From an optimization exercise on the open Yosys and OpenROAD flow, aimed at small area and a short achievable clock period; shortcuts taken in it are not production practice.
Only simulation tests tie the RTL to the original design; equivalence was not proved.
Power is estimated from default activity; no workload was simulated.

`flow/run.sh`:
```
#!/bin/bash
# synth_recipe.tcl (not shown) runs the flow's synth.tcl, then flattens the netlist and writes it again
# the make line also repeats each setting of config.mk as NAME=value (left out here)
make -C /OpenROAD-flow-scripts/flow DESIGN_CONFIG=/design/flow/config.mk WORK_HOME=/design/flow/orfs CLKGATE_MAP_FILE= SYNTH_SCRIPT=/design/flow/synth_recipe.tcl finish
```
`flow/config.mk`:
```
export PLATFORM = sky130hd
export DESIGN_NAME = rf_multiport
export DESIGN_NICKNAME = rf_multiport
export VERILOG_FILES = /design/flow/design.v
export SDC_FILE = /design/flow/constraint.sdc
export NUM_CORES = 4
export LEC_CHECK = 0
export CAP_MARGIN = 20
export CORE_MARGIN = 2
export CORE_UTILIZATION = 25
export SLEW_MARGIN = 20
```
`flow/constraint.sdc`:
```
create_clock -name core_clock -period 5.0 [get_ports {clk}]
set_input_delay 1.0000 -clock core_clock [delete_from_list [all_inputs] [get_ports {clk}]]
set_output_delay 1.0000 -clock core_clock [all_outputs]
set_load 0.01 [all_outputs]
```
`flow/design.v`:
```
package rf_pkg;
  localparam int unsigned DEF_DATA_W = 32;
  localparam int unsigned DEF_ADDR_W = 5;
  localparam int unsigned DEF_NUM_RD = 2;
  localparam int unsigned DEF_NUM_WR = 2;
  localparam int unsigned DEPTH      = 1 << DEF_ADDR_W;
  localparam int unsigned ZERO_ADDR  = 0;
endpackage
module rf_scoreboard
#(
  parameter int unsigned ADDR_W   = rf_pkg::DEF_ADDR_W,
  parameter int unsigned NUM_WR   = rf_pkg::DEF_NUM_WR,
  parameter int unsigned NUM_RD   = rf_pkg::DEF_NUM_RD,
  parameter int unsigned ZERO_REG = 1,
  parameter int unsigned BYPASS   = 1
) (
  input  logic                     clk,
  input  logic                     rst,
  input  logic                     set_busy,
  input  logic [ADDR_W-1:0]        set_addr,
  input  logic [NUM_WR-1:0]        wr_en,
  input  logic [NUM_WR*ADDR_W-1:0] wr_addr,
  input  logic [NUM_RD-1:0]        rd_en,
  input  logic [NUM_RD*ADDR_W-1:0] rd_addr,
  output logic [NUM_RD-1:0]        rd_busy
);
  localparam int unsigned NREG = 1 << ADDR_W;
  logic [NREG-1:0] busy_q;
  logic [NREG-1:0] busy_d;
  always_comb begin
    busy_d = busy_q;
    for (int unsigned k = 0; k < NUM_WR; k++) begin
      if (wr_en[k]) busy_d[wr_addr[k*ADDR_W +: ADDR_W]] = 1'b0;
    end
    if (set_busy) busy_d[set_addr] = 1'b1;
    if (ZERO_REG != 0) busy_d[ADDR_W'(rf_pkg::ZERO_ADDR)] = 1'b0;
  end
  always_ff @(posedge clk or posedge rst) begin
    if (rst) begin
      busy_q  <= '0;
      rd_busy <= '0;
    end else begin
      busy_q <= busy_d;
      for (int unsigned i = 0; i < NUM_RD; i++) begin
        if (rd_en[i]) begin
          rd_busy[i] <= (BYPASS != 0) ? busy_d[rd_addr[i*ADDR_W +: ADDR_W]]
                                      : busy_q[rd_addr[i*ADDR_W +: ADDR_W]];
        end
      end
    end
  end
endmodule
module rf_multiport
#(
  parameter int unsigned DATA_W   = rf_pkg::DEF_DATA_W,
  parameter int unsigned ADDR_W   = rf_pkg::DEF_ADDR_W,
  parameter int unsigned NUM_RD   = rf_pkg::DEF_NUM_RD,
  parameter int unsigned NUM_WR   = rf_pkg::DEF_NUM_WR,
  parameter int unsigned ZERO_REG = 1,
  parameter int unsigned BYPASS   = 1
) (
  input  logic                     clk,
  input  logic                     rst,
  input  logic [NUM_WR-1:0]        RFWr,
  input  logic [NUM_WR*ADDR_W-1:0] WrAddr,
  input  logic [NUM_WR*DATA_W-1:0] WrData,
  input  logic [NUM_RD-1:0]        RdEn,
  input  logic [NUM_RD*ADDR_W-1:0] RdAddr,
  output logic [NUM_RD*DATA_W-1:0] RdData,
  output logic [NUM_RD-1:0]        RdBusy,
  input  logic                     SetBusy,
  input  logic [ADDR_W-1:0]        SetAddr
);
  localparam int unsigned NREG = 1 << ADDR_W;
  logic [DATA_W-1:0]        mem_q [NREG];
  logic [NUM_WR-1:0]        wr_ok;
  logic [DATA_W-1:0]        rd_next [NUM_RD];
  logic [NUM_RD*DATA_W-1:0] rd_data_q;
  logic [NUM_RD-1:0]        rd_busy;
  always_comb begin
    wr_ok = '0;
    for (int unsigned k = 0; k < NUM_WR; k++) begin
      wr_ok[k] = RFWr[k] &&
                 !((ZERO_REG != 0) &&
                   (WrAddr[k*ADDR_W +: ADDR_W] == ADDR_W'(rf_pkg::ZERO_ADDR)));
    end
  end
  always_ff @(posedge clk or posedge rst) begin
    if (rst) begin
      for (int unsigned r = 0; r < NREG; r++) mem_q[r] <= '0;
    end else begin
      for (int unsigned k = 0; k < NUM_WR; k++) begin
        if (wr_ok[k]) begin
          mem_q[WrAddr[k*ADDR_W +: ADDR_W]] <= WrData[k*DATA_W +: DATA_W];
        end
      end
    end
  end
  always_comb begin
    for (int unsigned i = 0; i < NUM_RD; i++) begin
      rd_next[i] = mem_q[RdAddr[i*ADDR_W +: ADDR_W]];
      if (BYPASS != 0) begin
        for (int unsigned k = 0; k < NUM_WR; k++) begin
          if (wr_ok[k] && (WrAddr[k*ADDR_W +: ADDR_W] == RdAddr[i*ADDR_W +: ADDR_W])) begin
            rd_next[i] = WrData[k*DATA_W +: DATA_W];
          end
        end
      end
    end
  end
  always_ff @(posedge clk or posedge rst) begin
    if (rst) begin
      rd_data_q <= '0;
    end else begin
      for (int unsigned i = 0; i < NUM_RD; i++) begin
        if (RdEn[i]) rd_data_q[i*DATA_W +: DATA_W] <= rd_next[i];
      end
    end
  end
  rf_scoreboard #(
    .ADDR_W   (ADDR_W),
    .NUM_WR   (NUM_WR),
    .NUM_RD   (NUM_RD),
    .ZERO_REG (ZERO_REG),
    .BYPASS   (BYPASS)
  ) u_scoreboard (
    .clk      (clk),
    .rst      (rst),
    .set_busy (SetBusy),
    .set_addr (SetAddr),
    .wr_en    (RFWr),
    .wr_addr  (WrAddr),
    .rd_en    (RdEn),
    .rd_addr  (RdAddr),
    .rd_busy  (rd_busy)
  );
  assign RdData = rd_data_q;
  assign RdBusy = rd_busy;
endmodule
```
==> results.py <==
metrics = {
    "drt": {
        "drc": 0,
        "postRouteAntennaNets": 0,
        "wl_per_cell_um": 38.71,
        "finalWirelength_mm": 416.8,
        "drt_pass1_iterations": 10,
        "num_vias": 68458,
        "vias_per_cell": 6.359,
        "dr.first_iter.drc_count": 12843,
    },
    "sta": {
        "period_needed_ns": 4.362,
        "fin_skew_ns": 0.03688,
        "setup_viol": 0,
        "fmaxAchievable_mhz": 229.3,
        "setup_slack_ns": 0.6381,
        "rsz0062_at_grt": "no",
        "worstMarginPinSlew_ns": 1.180,
        "drv_slew": 0,
        "finalCritPeriodShare": 0.8724,
        "finalHoldViolations": 0,
        "slew_headroom": 0.2062,
        "setup_tns_ns": 0,
    },
    "layout": {
        "stdcell_count": 10766,
        "area_delta_synth_final_pct": 18.67,
        "layout-drive-gt1-share": 0.1169,
        "n_fill_cell": 27174,
        "final_cell_mix": "dfrtp_1 (1121), mux2i_1 (1005), nand2_1 (703), o21ai_0 (661), a22oi_1 (565)",
        "final_area_um2": 78190,
        "fin_nets": 7241,
        "mostFrequentLayoutCell": "dfrtp_1",
    },
    "critical_path": {
        "cp.arrival_ns": 5.09,
        "slowest_stage": "clkdlybuf4s50_1",
        "slowest_delay_ns": 0.94,
        "path_class": "in2reg",
        "critical_path_buf_inv_count": 3,
        "critical_path_required_ns": 5.72,
        "cp-start-kind": "primary input",
        "crit_top_cell": "buf_4",
        "end_kind": "register",
        "path_max_fanout": 13,
        "crit_family": "simple AND/OR/NAND/NOR gates",
        "path_cells": "clkdlybuf4s50_1, nor3_1, and2_2, buf_4, a22oi_1, nand2_1, or3_1, nor4_1, buf_4, o311a_1, o2bb2ai_1",
    },
    "power": {
        "pwr-share-clk": 0.336,
        "p_sw_mw": 10.53,
        "p_per_area_nw_per_um2": 386.0,
        "seq_power_share": 0.479,
        "comb_power_share": 0.185,
        "ir_drop_mv": 0.2358,
        "leakage_nw": 32.13,
        "internal_power_mw": 19.66,
        "switching_share": 0.3488,
    },
    "clock_tree": {
        "cts_made_buffers": 132,
        "h-tree-depth": 4,
        "cts_tree": "built",
        "insertion_delay_ns": 0.83,
        "clock-sinks": 1121,
        "cts_resized": 0,
        "post_cts_buffers": 0,
        "clkTransAtPathRegs_ns": 0.06,
        "hold_buffers": 0,
        "cts_root_buf": "clkbuf_16",
        "cts_buffer_depth": 3,
    },
    "floorplan": {
        "core_um2": 262300,
        "fp.dieH_um": 517.4,
        "std_cell_rows": 188,
        "die-width_um": 517.4,
        "num_io_pins": 162,
        "start_util": 0.2512,
        "die_area_um2": 267700,
    },
    "placed_design": {
        "post_dp_cell_area_um2": 73770,
        "pre_cts_ws_ns": 0.1145,
        "gp_congestion": 1.010,
        "dp_cells": 10511,
        "portBuffers": 161,
        "dpl.hpwl_mm": 257.5,
    },
    "grt": {
        "antenna_found_initial": 28,
        "grt_overflow": 0,
        "grt_util_all_layers": 0.3008,
        "grt_pass1_vias": 63707,
        "grt_pass1_wl_mm": 557.7,
        "grt_max_degree": 120,
    },
    "synthesis": {
        "yosysSeqAreaShare": 0.4257,
        "syn_nets": 7365,
        "syn_area_um2": 65890,
        "synthArstFlopShare": 1.000,
        "synthFlopType": "dfrtp_1",
        "syn_inst": 7254,
        "yosys.cell_types.count": 77,
        "synth-edff-count": 0,
        "yosys-top-cells-area": "dfrtp_1 (43%), mux2i_1 (15%), a22oi_1 (6.4%), o21ai_0 (5.0%), nand2_1 (4.1%)",
        "yosys_warnings": 4,
        "syn-mean-instance-area_um2": 9.084,
        "yosys.area.top_type": "dfrtp_1",
        "ys_ff_latch": 1121,
        "yosysTopAreaCellShare": 0.4257,
    },
    "worst_hold_path": {
        "hp-class": "reg2reg",
    },
    "flow_run": {
        "cap_violations": 0,
    },
    "run_status": {
        "status": "complete, no violations",
    },
}
## registers in the layout, indices dropped and copies added, names as in the netlist
signal,count
rd_data_q,64
u_scoreboard.busy_q,31
mem_q,1024
u_scoreboard.rd_busy,2
## synthesized netlist by cell type, types with 10 or more instances
cell,n
o221ai_1,30
a22oi_1,565
nor2b_1,21
and2_1,56
xor2_1,11
mux2i_1,1005
buf_2,161
a22o_1,212
and4_1,15
o2bb2ai_1,34
buf_1,63
a221oi_1,192
a211oi_1,10
nor2_1,555
nand3_1,159
a221oi_2,16
and3_1,20
o21ai_1,15
inv_1,52
buf_6,14
and2_0,13
o22ai_1,39
o311a_1,17
o211a_1,12
nor4_1,20
nor3_1,40
dfrtp_1,1121
nand2_1,726
or4_1,30
nand2b_1,14
a21oi_1,489
o21ai_0,661
ha_1,15
nand4_1,92
xnor2_1,15
nor3b_1,10
clkbuf_1,631
## cell type report
class,count,area [um^2],area share
Timing Repair Buffer,617,6549,0.08375
Inverter,56,214.0,0.002736
Clock inverter,41,471.7,0.006033
Multi-Input combinational cell,5202,34560,0.4420
Tap cell,3515,4398,0.05625
Clock buffer,193,3897,0.04984
Sequential cell,1121,28050,0.3588
Antenna cell,21,52.55,0.0006721
## final timing paths
kind	cells past startpoint	slack, ns	end	startpoint
setup / recovery	11	0.64	rd_data_q[32]$_DFFE_PP0P_	RdAddr[8]
setup reg to reg	7	2.23	rd_data_q[32]$_DFFE_PP0P_	mem_q[12][0]$_DFF_PP0_
hold / removal	0	0.40	mem_q[0][13]$_DFF_PP0_	mem_q[0][13]$_DFF_PP0_
hold reg to reg	0	0.40	mem_q[0][13]$_DFF_PP0_	mem_q[0][13]$_DFF_PP0_
min in group asynchronous	2	0.57	mem_q[17][28]$_DFF_PP0_	rst
max in group asynchronous	4	3.11	mem_q[6][14]$_DFF_PP0_	rst
## routing by layer
metal | GRT usage | part of all wire | vias up
li1 | - | - | 26340
met1 | 0.3672 | 0.36 | 33490
met2 | 0.4292 | 0.40 | 6477
met3 | 0.1184 | 0.14 | 2127
met4 | 0.2121 | 0.091 | 24
met5 | 0.008472 | 0.00078 | -
## cell families after synthesis
family,Yosys count,synth area share
buf+inv,931,0.05803
compound gates,2339,0.2340
flops,1121,0.4257
mux,1008,0.1534
simple gates,1814,0.1226
fa+ha+maj,15,0.002848
xor+xnor,26,0.003456
## metrics by stage
stage	power, mW	utilization	hold WS (ns)
after floorplan	16.57	-	0.4422
after global placement	19.66	0.2812	0.3868
after detailed placement	19.83	0.2813	0.3899
after CTS	29.86	0.2979	0.4039
after global routing	31.10	0.2979	0.4113
final	30.19	0.2981	0.4031
## power by group through the flow
stage                     Combinational (mW)  Sequential (mW)  Clock (mW)
final                                   5.59             14.5        10.1
after global routing                    6.05             14.5        10.5
after CTS                               5.46             14.3        10.1
after detailed placement                5.46             14.4           0
after global placement                  5.29             14.4           0
after floorplan                         3.52             13.0           0

## re-timing with driven ports
The flow's constraints put no driver on any port. The routed layout listed below was extracted and timed again, unchanged, in two steps.
Step 1, drivers: a clkbuf_16 drives clk and a buf_2 each remaining input, both assumed.
Step 2 times the ports against the registers' clock, not the clock port: input delays grow and output delays shrink by t, the midpoint of the rising clock arrivals with the driver on.
Three values: ideal, step 1, step 2; two values: the first two.
t, ns: 0.913
setup WS [ns]: 0.638 / 0.700 / -0.214
clock arrival spread, ns: 0.044 / 0.043
worst register clock-pin slew, ns: 0.07 / 0.07
pins driven straight from the clock port: 1
With both steps, setup timing fails in this run, where it was met with ideal ports. The setup slack of this run moves by +0.062 ns with the drivers and by -0.852 ns with both steps.
